From an optimization exercise on the open Yosys and OpenROAD flow, aimed at small area, a short achievable clock period and few clock cycles per item; shortcuts taken in it are not production practice.
At most, simulation tests tie the RTL to the original design; equivalence was not proved.
Only the layout flow was run in run 1; the RTL was not checked for function there.

==> flow/design.v, too long to show whole: its modules and the start of the top module <==
// module ekf_top: 2200 lines
// module ekf_fa: 9 lines
// module ekf_ha: 8 lines
module ekf_top (
    input  logic        clk,
    input  logic        n_rst,
    input  logic        meas_req,
    input  logic [29:0] meas,
    output logic        meas_ack,
    output logic        result_req,
    output logic [47:0] result,
    input  logic        result_ack
);
  // ...
==> flow/flow/run.sh <==
#!/bin/bash
# the standard flow, with timing repair aiming 16.4 ns below the clock period
bash standard.sh SETUP_SLACK_MARGIN=16.4 finish > standard.log 2>&1
==> flow/standard.sh <==
#!/bin/bash
# synth_recipe.tcl (not shown) runs the flow's synth.tcl, then flattens the netlist and writes it again
# the make line also repeats each setting of config.mk as NAME=value (left out here)
make -C /OpenROAD-flow-scripts/flow DESIGN_CONFIG=/design/flow/config.mk WORK_HOME=/design/flow/orfs CLKGATE_MAP_FILE= SYNTH_SCRIPT=/design/flow/synth_recipe.tcl "${@:-finish}"
==> flow/config.mk <==
export PLATFORM = sky130hd
export DESIGN_NAME = ekf_top
export DESIGN_NICKNAME = ekf_top
export VERILOG_FILES = /design/flow/design.v
export SDC_FILE = /design/flow/constraint.sdc
export NUM_CORES = 4
export LEC_CHECK = 0
export CAP_MARGIN = 20
export CORE_MARGIN = 2
export CORE_UTILIZATION = 50
export SLEW_MARGIN = 20
export SYNTH_HIERARCHICAL = 1
export SYNTH_MINIMUM_KEEP_SIZE = 0
==> flow/constraint.sdc <==
create_clock -name core_clock -period 22.0 [get_ports {clk}]
set_input_delay 4.4000 -clock core_clock [delete_from_list [all_inputs] [get_ports {clk}]]
set_output_delay 4.4000 -clock core_clock [all_outputs]
set_load 0.01 [all_outputs]
==> impl_metrics.env, run 1 <==
export IMPL_synth_top_area_share_pct=35.6
export IMPL_inv_count=78
export IMPL_reg_top3="cap x30, mc x25, ms x25"
export IMPL_clock_path_buffers=2
export IMPL_dr_pass1_iters=6
export IMPL_critPathRequiredTime_ns=17.60
export IMPL_r2r_end="rn[5]"
export IMPL_largest_register_ffs=30
export IMPL_port_buffers=83
export IMPL_fmax_mhz=180
export IMPL_root_buffer="clkbuf_16"
export IMPL_seq_area_frac_synth_pct=17.7
export IMPL_final_common_cell="fa_1"
export IMPL_cts_tree="yes"
export IMPL_top_usage_layer="met2"
export IMPL_drv_slew=0
export IMPL_clk_pin_slew_ns=0.08
export IMPL_sh_seq_area_pct=16.1
export IMPL_post_drt_wl_per_cell_um=26.3
export IMPL_path_max_fanout=2
export IMPL_min_from="meas_ack"
export IMPL_multi_input_area_mm2=0.0190
export IMPL_grt_pass1_wl_um=123000
export IMPL_layout_drive_gt1_share_pct=11.8
export IMPL_vias_per_cell=6.18
export IMPL_antenna_found_initial=1
export IMPL_final_clkbuf_count=17
export IMPL_nNonClkBuffers=199
export IMPL_dominant_cells="multi-input combinational cells"
export IMPL_top_register="cap"
export IMPL_crit_cells=2
export IMPL_status="finished clean"
==> run 2: changes to the inputs <==
--- a/flow/design.v
+++ b/flow/design.v
@@ -60,19 +60,19 @@
     logic               c_init;
     logic [4:0]         ti;
     logic signed [23:0] c_v;
     assign c_init = cap[29];
     assign ti     = cap[28:24];
     assign c_v    = cap[23:0];
     logic signed [23:0] s_src;
     logic               tsel;         
-    assign s_src = c_init ? 24'sh640000 : soc;
+    assign s_src = (c_init && !s3) ? 24'sh640000 : soc;
     assign tsel  = !c_init && (soc[23] || !(soc[22] || soc[21]));
-    logic [23:0] c1;
+    logic signed [23:0] c1;
     always_comb begin
         case ({tsel, ti})
             6'd32: c1 = 24'h0;
             6'd33: c1 = 24'hfffe8c;
             6'd34: c1 = 24'hfffd18;
             6'd35: c1 = 24'hfffba5;
             6'd36: c1 = 24'hfffa31;
             6'd37: c1 = 24'hfff8be;
@@ -132,24 +132,26 @@
             6'd27: c1 = 24'h488f;
             6'd28: c1 = 24'h3a0c;
             6'd29: c1 = 24'h2b89;
             6'd30: c1 = 24'h1d06;
             6'd31: c1 = 24'he83;
             default: c1 = '0;
         endcase
     end
-    logic signed [23:0] soc_p_n;
+    logic signed [23:0] soc_p_n, add_b;
+    logic signed [23:0] vrc_pr, e;        
     logic signed [7:0]  p_int;
     logic               blo_n, bhi_n;
-    assign soc_p_n = s_src + c1;
+    assign add_b   = s3 ? (e >>> 1) : c1;
+    assign soc_p_n = s_src + add_b;
     assign p_int   = soc_p_n[23:16];
     assign blo_n   = p_int < 8'sd20;
     assign bhi_n   = p_int > 8'sd95;
-    logic signed [23:0] soc_n, vrc_n;
+    logic signed [23:0] soc_n;
     logic               tsel_n;
     logic [9-1:0]   cf_d, cf;
     logic               cf_e2;
     logic signed [23:0] xx;
     assign xx     = vrc;
     assign tsel_n = wr ? (soc_n[23] || !(soc_n[22] || soc_n[21]))
                        : (soc[23] || !(soc[22] || soc[21]));
     assign cf_d[0] = accept && !meas[29] && tsel_n;
@@ -162,17 +164,16 @@
     assign cf_d[7] = !accept && bhi_n && tsel;
     assign cf_d[8] = !accept && bhi_n && !tsel;
     assign cf_e2   = !(cf[0] || cf[1] || cf[2]);
     always_ff @(posedge clk) begin
         cf <= cf_d;
     end
     logic [23:0] vrow;
     logic [20:0] qrow;
-    logic signed [23:0] vrc_pr, e;
     logic [24-1:0]  rp, rn;       
     logic [24-1:0] icp, icn;     
     logic [23:0]        xn;
     logic [4:0]         tin;
     logic [2:0]         m3;           
     assign xn   = ~xx;
     assign tin  = ~ti;
     assign m3   = ti[2:0] + {ti[1:0], 1'b0};
@@ -2184,24 +2185,21 @@
         if (!n_rst) begin
             soc_r <= '0;
             vrc   <= 24'sh000000;
         end else begin
             if (wr)
                 soc_r <= soc_n ^ soc_flip;
             else if (s2)
                 soc_r <= vrc_pr ^ soc_flip;
-            if (wr)
-                vrc <= vrc_n;
-            else if (leave1)
+            if (wr || leave1)
                 vrc <= soc_p_n;
         end
     end
     assign soc_n = vrc + (e >>> 3);
-    assign vrc_n = soc + (e >>> 1);
     assign result = {soc, vrc};
 endmodule
 module ekf_fa (
     input  logic a,
     input  logic b,
     input  logic c,
     output logic s,
     output logic co
==> flow/flow/run.sh (replaced) <==
#!/bin/bash
# the standard flow, with timing repair aiming 16.5 ns below the clock period
bash standard.sh SETUP_SLACK_MARGIN=16.5 finish > standard.log 2>&1
--- a/flow/config.mk
+++ b/flow/config.mk
@@ -6,8 +6,9 @@
 export NUM_CORES = 4
 export LEC_CHECK = 0
 export CAP_MARGIN = 20
 export CORE_MARGIN = 2
 export CORE_UTILIZATION = 50
 export SLEW_MARGIN = 20
 export SYNTH_HIERARCHICAL = 1
 export SYNTH_MINIMUM_KEEP_SIZE = 0
+export TNS_END_PERCENT = 20
==> run 2 against run 1 <==
Against the previous run:
- still clean
- via count decreased by 5.1%
- hold slack got worse by 0.061 ns
- routed wire length is 4.5% lower
- highest routed layer unchanged
==> impl_metrics.env, run 2 <==
export IMPL_post_drt_wl_per_cell_um=26.3
export IMPL_vias_per_cell=6.14
export IMPL_synth_top_area_cell="fa_1"
export IMPL_setup_worst_path_end_class="primary output"
export IMPL_synthArstFlopShare_pct=34.8
export IMPL_drv_slew=0
export IMPL_dr_pass1_iters=6
export IMPL_status="finished clean"
export IMPL_cts_sinks=158
export IMPL_reg_top3="cap x30, mc x25, ms x25"
export IMPL_syn_mean_instance_area_um2=10.0
export IMPL_die_x_um=218
export IMPL_setup_violations=0
export IMPL_drt_iter0_drc=1791
export IMPL_ant_nets=0
export IMPL_area_growth_pct=14.9
export IMPL_grt_max_degree=75
export IMPL_critical_path_arrival_ns=1.20
export IMPL_period_share_pct=25.4
export IMPL_synth_edf_count=81
export IMPL_worst_pin_slew_ns=0.950
export IMPL_yosysUniqueCellTypes=73
export IMPL_drc=0
export IMPL_fin_nets=2953
export IMPL_die_h_um=218
export IMPL_n_antenna_cell=0
export IMPL_wl_um=78300
export IMPL_synth_area_leaders="fa_1 (37%), edfxtp_1 (11%), ha_1 (7.1%)"
export IMPL_grt_pass1_vias=18600
export IMPL_hp_class="reg -> reg"
export IMPL_fin_crit_ns=5.60
export IMPL_critPathRequiredTime_ns=17.60
export IMPL_io_pins=84
export IMPL_top_register="cap"
export IMPL_clk_pin_slew_ns=0.07
export IMPL_top_usage_layer="met2"
export IMPL_port_buffers=83
export IMPL_globalplace_congestion=0.967
export IMPL_grt_pass1_wl_um=116000
export IMPL_critPathLaunchType="register"
export IMPL_yosys_top_cells_count="fa_1 (426), nand2_1 (335), a21oi_1 (203), o21ai_0 (150), clkbuf_1 (147)"
export IMPL_path_cells="dlygate4sd2_1"
export IMPL_crit_cells=1
export IMPL_path_max_fanout=2
export IMPL_tns_ns=0
export IMPL_slowest_stage="dfrtp_1"
export IMPL_critPathKind="reg -> out"
export IMPL_root_buffer="clkbuf_16"
export IMPL_fmax_mhz=179
export IMPL_gr_usage_met2_pct=53.1
export IMPL_cts_buffers=17
export IMPL_hold_viol=0
export IMPL_synth_main_ff_cell="edfxtp_1"
export IMPL_max_slew_margin_pct=36.7
export IMPL_clock_skew_ns=0.0122
export IMPL_yosysWarnings=7
export IMPL_synth_cells=2278
export IMPL_ys_ff_latch=158
export IMPL_start_util_pct=50.4
export IMPL_dp_final_hpwl_um=57300
export IMPL_rsz0062_at_grt="true"
export IMPL_fin_util_pct=58.0
export IMPL_seq_area_frac_synth_pct=18.6
export IMPL_cts_htree_levels=4
export IMPL_r2r_cells=23
export IMPL_worst_path_buf_inv=1
export IMPL_hold_buffers=0
export IMPL_clock_path_buffers=2
export IMPL_met1_usage_pct=45.2
export IMPL_largest_register_ffs=30
export IMPL_num_vias=18285
export IMPL_final_common_cell="fa_1"
export IMPL_rows=78
export IMPL_drv_cap=0
export IMPL_hold_depth=1
export IMPL_antenna_found_initial=0
export IMPL_grt_ovfl_total=0
export IMPL_mostFrequentLayoutCells="fa_1 (424), nand2_1 (329), a21oi_1 (188)"
export IMPL_grt_total_usage_pct=33.7
export IMPL_die_area_mm2=0.0473
export IMPL_grt_util_met3_pct=5.87
export IMPL_clk_latency_ns=0.50
export IMPL_yosys_cell_count_top_type="fa_1"
export IMPL_critPathTopFamily="flip-flops"
export IMPL_cts_tree="yes"
export IMPL_layout_drive_gt1_share_pct=14.2
export IMPL_netlist_area_mm2=0.0228
export IMPL_max_stage_delay_ns=0.41
export IMPL_coreArea_mm2=0.0452
export IMPL_synth_top_area_share_pct=37.4
-- run 2: cell count changes after synthesis, moves of 13 or more --
cell,before,now
a211oi_1,33,19
o21ai_0,133,150
nor2_1,112,91
a21oi_1,232,203
nor2b_1,116,102
ha_1,153,130
inv_1,76,63
-- run 2: cell families after synthesis --
group                      Yosys count  share of synthesized area (%)
and+or+nand+nor                    701                           14.5
adders and majority gates          556                           44.6
AOI/OAI and AO/OA                  500                           12.9
buffers and inverters              240                           4.30
DFF                                158                           18.6
xor gates and xnor gates            69                           2.65
muxes                               53                           2.41
other                                1                         0.0165
-- run 2: final timing paths --
check / end / start / slack [ns]
setup / recovery: result[25] / soc_r[1] / 16.40
hold / removal: s1 / meas_ack / 0.46
setup reg to reg: cf[6] / mc[0] / 16.54
hold reg to reg: s1 / meas_ack / 0.46
max in group asynchronous: vrc[5] / n_rst / 17.30
min in group asynchronous: soc_r[18] / n_rst / 4.06
-- run 2: per-stage QoR --
| step | instance area (um^2) | hold WS, ns | instances | setup slack [ns] |
|---|---|---|---|---|
| final | 26200 | 0.462 | 2976 | 16.40 |
| after CTS | 25500 | 0.463 | 2934 | 16.24 |
| after global placement | 24100 | 0.452 | 2843 | 15.56 |
| after floorplan | 22800 | 0.482 | 2282 | 16.50 |
| after global routing | 26200 | 0.498 | 2976 | 16.36 |
| after detailed placement | 24100 | 0.454 | 2843 | 15.52 |
-- run 2: final cells by class --
cell class	count	area [um^2]
well taps	600	751
flip-flops and latches	158	4270
repair buffers	235	2090
multi-input cells	1886	18200
clock inverters	12	138
inverters	65	259
fillers	3938	19000
clock buffers	20	479
-- run 2: what timing repair did --
action | in CTS | in global routing
setup endpoints to repair | 125 | 109
gates resized for setup | 181 | 122
cloned | 1 | 1
pin swaps | 22 | 39
buffers inserted | 58 | 41
-- run 2: metal layers --
layer / vias to the layer above / wire length [um]
met1: 9326 / 31500
met4: 0 / 4080
met2: 926 / 36600
li1: 7816 / -
met5: - / 0
met3: 217 / 6130
-- run 2: Yosys stat by module, one instance, submodules excluded --
module	flops+latches	cells inside	times used
ekf_ha	0	1	28
ekf_top	158	1827	1
ekf_fa	0	1	423
Testbench counts of run 2, summed over its fixed seeds: cycles 6,160, items 2,048.
==> run 3: changes to the inputs <==
--- a/flow/config.mk
+++ b/flow/config.mk
@@ -11,4 +11,4 @@
 export SLEW_MARGIN = 20
 export SYNTH_HIERARCHICAL = 1
 export SYNTH_MINIMUM_KEEP_SIZE = 0
-export TNS_END_PERCENT = 20
+export TNS_END_PERCENT = 50
==> run 3 against run 2 <==
Against the previous run:
- maximum frequency barely moved
- largest cell class unchanged
- hold slack lost 0.0018 ns
- register-to-register slack gained 0.04 ns
- sequential share of layout area increased by 0.059 points
- first-iteration DRC count is 0.61% higher
==> impl_metrics.env, run 3 <==
export IMPL_status="finished clean"
export IMPL_clock_skew_ns=0.0114
export IMPL_synth_cells=2278
export IMPL_yosysWarnings=7
export IMPL_layout_drive_gt1_share_pct=14.2
export IMPL_synth_xor_area_share_pct=2.65
export IMPL_cts_htree_levels=4
export IMPL_clock_path_buffers=2
export IMPL_antenna_found_initial=0
export IMPL_slowest_stage="dfrtp_1"
export IMPL_synth_top_area_share_pct=37.4
export IMPL_post_drt_wl_per_cell_um=26.5
export IMPL_final_common_cell="fa_1"
export IMPL_drc=0
export IMPL_critPathRequiredTime_ns=17.60
export IMPL_drv_cap=0
export IMPL_port_buffers=83
export IMPL_vias_per_cell=6.19
export IMPL_synthArstFlopShare_pct=34.8
export IMPL_muxShareOfSynthArea_pct=2.41
export IMPL_setup_worst_path_end_class="primary output"
export IMPL_dr_pass1_iters=7
export IMPL_worst_path_buf_inv=1
export IMPL_r2r_end="rn[11]"
export IMPL_yosys_cell_count_top_type="fa_1"
export IMPL_num_vias=18349
export IMPL_globalplace_congestion=0.967
export IMPL_fin_util_pct=57.8
export IMPL_critPathKind="reg -> out"
export IMPL_syn_mean_instance_area_um2=10.0
export IMPL_start_util_pct=50.4
export IMPL_yosysUniqueCellTypes=73
export IMPL_reg2reg_from="mc[0]"
export IMPL_grt_pass1_vias=18659
export IMPL_rows=78
export IMPL_cts_buffers=17
export IMPL_reg2reg_slack_ns=16.58
export IMPL_hold_depth=1
export IMPL_synth_top_family_by_area="adder cells"
export IMPL_hp_class="reg -> reg"
export IMPL_clk_pin_slew_ns=0.07
export IMPL_r2r_cells=23
export IMPL_netlist_area_mm2=0.0228
export IMPL_critical_path_arrival_ns=1.19
export IMPL_io_pins=84
export IMPL_tns_ns=0
export IMPL_synth_area_leaders="fa_1 (37%), edfxtp_1 (11%), ha_1 (7.1%)"
export IMPL_synthAdderAreaFrac_pct=44.6
export IMPL_fin_crit_ns=5.59
export IMPL_reg_top3="cap x30, mc x25, ms x25"
export IMPL_period_share_pct=25.4
export IMPL_synth_top_area_cell="fa_1"
export IMPL_critPathTopFamily="flip-flops"
export IMPL_die_x_um=218
export IMPL_ant_nets=0
export IMPL_synth_simple_area_share_pct=14.5
export IMPL_grt_total_usage_pct=33.9
export IMPL_drv_slew=0
export IMPL_fmax_mhz=179
export IMPL_worst_pin_slew_ns=0.948
export IMPL_fin_nets=2943
export IMPL_synth_compound_area_share_pct=12.9
export IMPL_clk_latency_ns=0.50
export IMPL_root_buffer="clkbuf_16"
export IMPL_die_h_um=218
export IMPL_synth_edf_count=81
export IMPL_die_area_mm2=0.0473
export IMPL_yosys_top_cells_count="fa_1 (426), nand2_1 (335), a21oi_1 (203), o21ai_0 (150), clkbuf_1 (147)"
export IMPL_cts_sinks=158
export IMPL_coreArea_mm2=0.0452
export IMPL_rsz0062_at_grt="true"
export IMPL_setup_violations=0
export IMPL_ys_ff_latch=158
export IMPL_holdPathEnd="s1"
export IMPL_path_max_fanout=3
export IMPL_area_growth_pct=14.5
export IMPL_hold_viol=0
export IMPL_synth_main_ff_cell="edfxtp_1"
export IMPL_grt_pass1_wl_um=117000
export IMPL_path_cells="dlygate4sd2_1"
export IMPL_n_antenna_cell=0
export IMPL_seq_area_frac_synth_pct=18.6
export IMPL_wl_um=78600
export IMPL_max_stage_delay_ns=0.40
export IMPL_cts_tree="yes"
export IMPL_grt_ovfl_total=0
export IMPL_hold_buffers=0
export IMPL_dp_final_hpwl_um=57300
export IMPL_grt_max_degree=75
export IMPL_mostFrequentLayoutCells="fa_1 (423), nand2_1 (332), a21oi_1 (189)"
export IMPL_drt_iter0_drc=1802
export IMPL_critPathLaunchType="register"
export IMPL_top_register="cap"
export IMPL_max_slew_margin_pct=36.8
export IMPL_largest_register_ffs=30
export IMPL_min_from="meas_ack"
==> run 3: cell counts after synthesis <==
Identical to the previous run, type by type.
==> run 3: area by class of cell <==
type / count / area (um^2)
fill: 3954 / 19100
multi-input combinational: 1888 / 18200
sequential: 158 / 4270
timing repair buffer: 223 / 2030
tap: 600 / 751
clock buffer: 20 / 479
inverter: 65 / 259
clock inverter: 12 / 138
==> run 3: routing by layer <==
layer	part of all wire (%)	global-route usage, %	vias up	wire length [um]
met4	5.4	16.2	0	4210
met2	46	53.6	952	36500
met5	0	0	-	0
met3	7.9	5.65	227	6200
met1	40	45.8	9374	31700
li1	-	-	7796	-
==> run 3: cells by family (layout without fill, tap and decap cells) <==
group,after synthesis,after routing
muxes,53,53
adders and majority gates,556,556
buffers and inverters,240,320
xor gates and xnor gates,69,69
DFF,158,158
and+or+nand+nor,701,705
AOI/OAI and AO/OA,500,500
other,1,5
==> run 3: through the flow <==
step,area (um^2),instances,hold slack [ns],setup slack (ns)
6_report,26100,2966,0.460,16.41
5_1_grt,26100,2966,0.498,16.36
4_1_cts,25600,2944,0.463,16.28
3_5_place_dp,24100,2843,0.454,15.52
3_3_place_gp,24100,2843,0.452,15.56
2_1_floorplan,22800,2282,0.482,16.50
==> run 3: what timing repair did <==
action / in CTS / in global routing
gates resized for setup: 241 / 103
pin swaps: 23 / 38
cloned: 3 / 1
endpoints found under the setup margin: 125 / 98
hold endpoints to repair: 0 / 0
setup buffers: 66 / 21
==> run 3: Yosys stat by module, one instance, submodules excluded <==
module	cell area [um^2]	cells	times used	flops+latches
ekf_fa	20.0	1	423	0
ekf_ha	12.5	1	28	0
ekf_top	14000	1827	1	158
==> run 3: worst max path at each step <==
stage	to	cells past startpoint	start	slack, ns
6_report	result[28]	1	soc_r[4]	16.41
5_1_grt	rn[11]	23	mc[0]	16.36
4_1_cts	result[7]	1	vrc[7]	16.28
3_5_place_dp	rn[17]	23	ms[0]	15.52
3_3_place_gp	vrc[1]	5	result_ack	15.56
2_1_floorplan	vrc[0]	5	result_ack	16.50
==> run 4: changes to the inputs <==
--- a/flow/config.mk
+++ b/flow/config.mk
@@ -11,4 +11,3 @@
 export SLEW_MARGIN = 20
 export SYNTH_HIERARCHICAL = 1
 export SYNTH_MINIMUM_KEEP_SIZE = 0
-export TNS_END_PERCENT = 50
==> run 4 against run 3 <==
Against the previous run:
- utilization rose by 0.40 points
- first-iteration DRC count fell by 7.3%
- final cell count rose by 0.51%
- sequential share of layout area fell by 0.11 points
- global-route usage rose by 0.076 points
- via count rose by 0.53%
- hold slack improved by 0.0015 ns
- count of clock-buffer cells in the layout did not move
- critical path type unchanged
- critical endpoint is now result[4]
==> impl_metrics.env, run 4 <==
export IMPL_clock_path_buffers=2
export IMPL_fill_cells=3955
export IMPL_dpl_cell_area_mm2=0.0241
export IMPL_synth_edf_count=81
export IMPL_area_growth_pct=15.3
export IMPL_fin_crit_ns=5.58
export IMPL_critical_path_arrival_ns=1.18
export IMPL_n_antenna_cell=0
export IMPL_die_h_um=218
export IMPL_grt_pass1_wl_um=117000
export IMPL_synth_cells=2278
export IMPL_fmax_mhz=179
export IMPL_num_vias=18447
export IMPL_setup_violations=0
export IMPL_setup_worst_path_end_class="primary output"
export IMPL_clk_pin_slew_ns=0.07
export IMPL_synthAdderAreaFrac_pct=44.6
export IMPL_synth_compound_area_share_pct=12.9
export IMPL_synth_top_area_cell="fa_1"
export IMPL_mostFrequentLayoutCells="fa_1 (423), nand2_1 (328), a21oi_1 (186)"
export IMPL_max_slew_margin_pct=37.7
export IMPL_drc=0
export IMPL_grt_max_degree=75
export IMPL_cts_tree="yes"
export IMPL_dr_pass1_iters=6
export IMPL_cts_sinks=158
export IMPL_yosys_cell_count_top_type="fa_1"
export IMPL_vias_per_cell=6.19
export IMPL_grt_pass1_vias=18766
export IMPL_syn_mean_instance_area_um2=10.0
export IMPL_slowest_stage="dfrtp_1"
export IMPL_rows=78
export IMPL_rsz0062_at_grt="true"
export IMPL_yosysWarnings=7
export IMPL_critPathRequiredTime_ns=17.60
export IMPL_layout_drive_gt1_share_pct=15.7
export IMPL_synth_simple_area_share_pct=14.5
export IMPL_hp_class="reg -> reg"
export IMPL_fin_nets=2958
export IMPL_period_share_pct=25.3
export IMPL_critPathLaunchType="register"
export IMPL_clk_latency_ns=0.50
export IMPL_drt_iter0_drc=1670
export IMPL_largest_register_ffs=30
export IMPL_die_x_um=218
export IMPL_wl_um=79200
export IMPL_final_common_cell="fa_1"
export IMPL_synth_main_ff_cell="edfxtp_1"
export IMPL_drv_slew=0
export IMPL_synth_top_area_share_pct=37.4
export IMPL_synthArstFlopShare_pct=34.8
export IMPL_port_buffers=83
export IMPL_top_usage_layer="met2"
export IMPL_coreArea_mm2=0.0452
export IMPL_yosys_top_cells_count="fa_1 (426), nand2_1 (335), a21oi_1 (203), o21ai_0 (150), clkbuf_1 (147)"
export IMPL_muxShareOfSynthArea_pct=2.41
export IMPL_dp_final_hpwl_um=57300
export IMPL_max_stage_delay_ns=0.43
export IMPL_hold_worst_slack_ns=0.462
export IMPL_grt_ovfl_total=0
export IMPL_hold_viol=0
export IMPL_root_buffer="clkbuf_16"
export IMPL_top_register="cap"
export IMPL_synth_xor_area_share_pct=2.65
export IMPL_grt_util_met3_pct=5.66
export IMPL_reg_top3="cap x30, mc x25, ms x25"
export IMPL_status="finished clean"
export IMPL_ant_nets=0
export IMPL_io_pins=84
export IMPL_drv_cap=0
export IMPL_met1_usage_pct=45.9
export IMPL_yosysUniqueCellTypes=73
export IMPL_globalplace_congestion=0.967
export IMPL_tns_ns=0
export IMPL_cts_buffers=17
export IMPL_path_cells="buf_12 -> buf_6"
export IMPL_postLayoutCellArea_mm2=0.0263
export IMPL_ys_ff_latch=158
export IMPL_critPathKind="reg -> out"
export IMPL_seq_area_frac_synth_pct=18.6
export IMPL_dp_worst_setup_slack_ns=15.52
export IMPL_grt_total_usage_pct=34.0
export IMPL_gr_usage_met2_pct=53.7
export IMPL_antenna_found_initial=0
export IMPL_r2r_cells=30
export IMPL_synth_area_leaders="fa_1 (37%), edfxtp_1 (11%), ha_1 (7.1%)"
export IMPL_hold_depth=1
export IMPL_netlist_area_mm2=0.0228
export IMPL_worst_pin_slew_ns=0.935
export IMPL_start_util_pct=50.4
export IMPL_post_drt_wl_per_cell_um=26.6
export IMPL_clock_skew_ns=0.0128
export IMPL_worst_slack_ns=16.42
export IMPL_cts_htree_levels=4
export IMPL_path_max_fanout=2
export IMPL_synth_top_family_by_area="adder cells"
export IMPL_die_area_mm2=0.0473
## run 4: cell type report
class | count | area, um^2 | area share [%]
Multi-Input combinational cell | 1888 | 18300 | 69.6
Sequential cell | 158 | 4270 | 16.3
Timing Repair Buffer | 238 | 2090 | 7.97
Tap cell | 600 | 751 | 2.86
Clock buffer | 20 | 479 | 1.82
Inverter | 65 | 259 | 0.986
Clock inverter | 12 | 138 | 0.524
## run 4: final timing paths
path,start,endpoint,slack [ns]
setup / recovery,vrc[4],result[4],16.42
hold / removal,meas_ack,s1,0.46
setup reg to reg,mc[0],vrc[17],16.55
hold reg to reg,meas_ack,s1,0.46
max in group asynchronous,n_rst,vrc[0],17.30
min in group asynchronous,n_rst,soc_r[18],4.07
## run 4: worst max-delay path: cells and delay by family (launching register included)
kind	cells	cell delay, ns
buf+inv	2	0.26
flops	1	0.43
## run 4: timing repair
action | CTS | global route
setup endpoints to repair | 125 | 74
setup buffers | 82 | 20
pin swaps | 23 | 40
hold endpoints to repair | 0 | 0
hold buffers | 0 | 0
cloned | 3 | 1
gates resized for setup | 319 | 97
## run 4: stage by stage
step	cells	util, %
floorplan	2282	-
global placement	2843	53.2
detailed placement	2843	53.2
CTS	2960	56.7
global route	2981	58.1
finish	2981	58.1
## run 4: per-layer routing
layer / vias to the layer above / wire length (um)
li1: 7842 / -
met1: 9399 / 31900
met5: - / 0
met4: 0 / 4050
met3: 222 / 6200
met2: 984 / 37100
## run 4: cells by family after synthesis
kind of cell / Yosys count
muxes: 53
other: 1
buffers and inverters: 240
AOI/OAI and AO/OA: 500
and+or+nand+nor: 701
adders and majority gates: 556
DFF: 158
xor gates and xnor gates: 69
## run 4: Yosys stat by module (local to each module, per instance)
| module | cells | area [um^2] | times used | flip-flops and latches |
|---|---|---|---|---|
| ekf_top | 1827 | 14000 | 1 | 158 |
| ekf_fa | 1 | 20.0 | 423 | 0 |
| ekf_ha | 1 | 12.5 | 28 | 0 |

[re-timing with driven ports]
How much do the figures lean on ideal ports? The routed layouts below were timed once more, with nothing changed but the port constraints.
Step 1 assumes that a clkbuf_16 drives the clock port and a buf_2 every other input.
Step 2 also shifts input and output timing later by t, the mid clock arrival at the registers, as if the neighbouring blocks saw the same clock.
Three values: ideal, step 1, step 2; two values: the first two.
run	t (ns)	setup WS [ns]	worst setup path at the end	slew at the worst register clock pin (ns)	worst data-port slew with drivers (ns)
run 1	0.564	16.432 / 16.375 / 15.945	input to register	0.09 / 0.09	0.05
run 2	0.552	16.404 / 16.346 / 15.984	input to register	0.08 / 0.08	0.06
run 3	0.551	16.407 / 16.349 / 15.900	input to register	0.08 / 0.08	0.06
run 4	0.551	16.424 / 16.366 / 16.291	input to register	0.08 / 0.08	0.05
After both steps setup and hold are still met in every run listed. The setup slack of run 3, which loses most, moves by -0.058 ns with the drivers and by -0.507 ns with both steps.
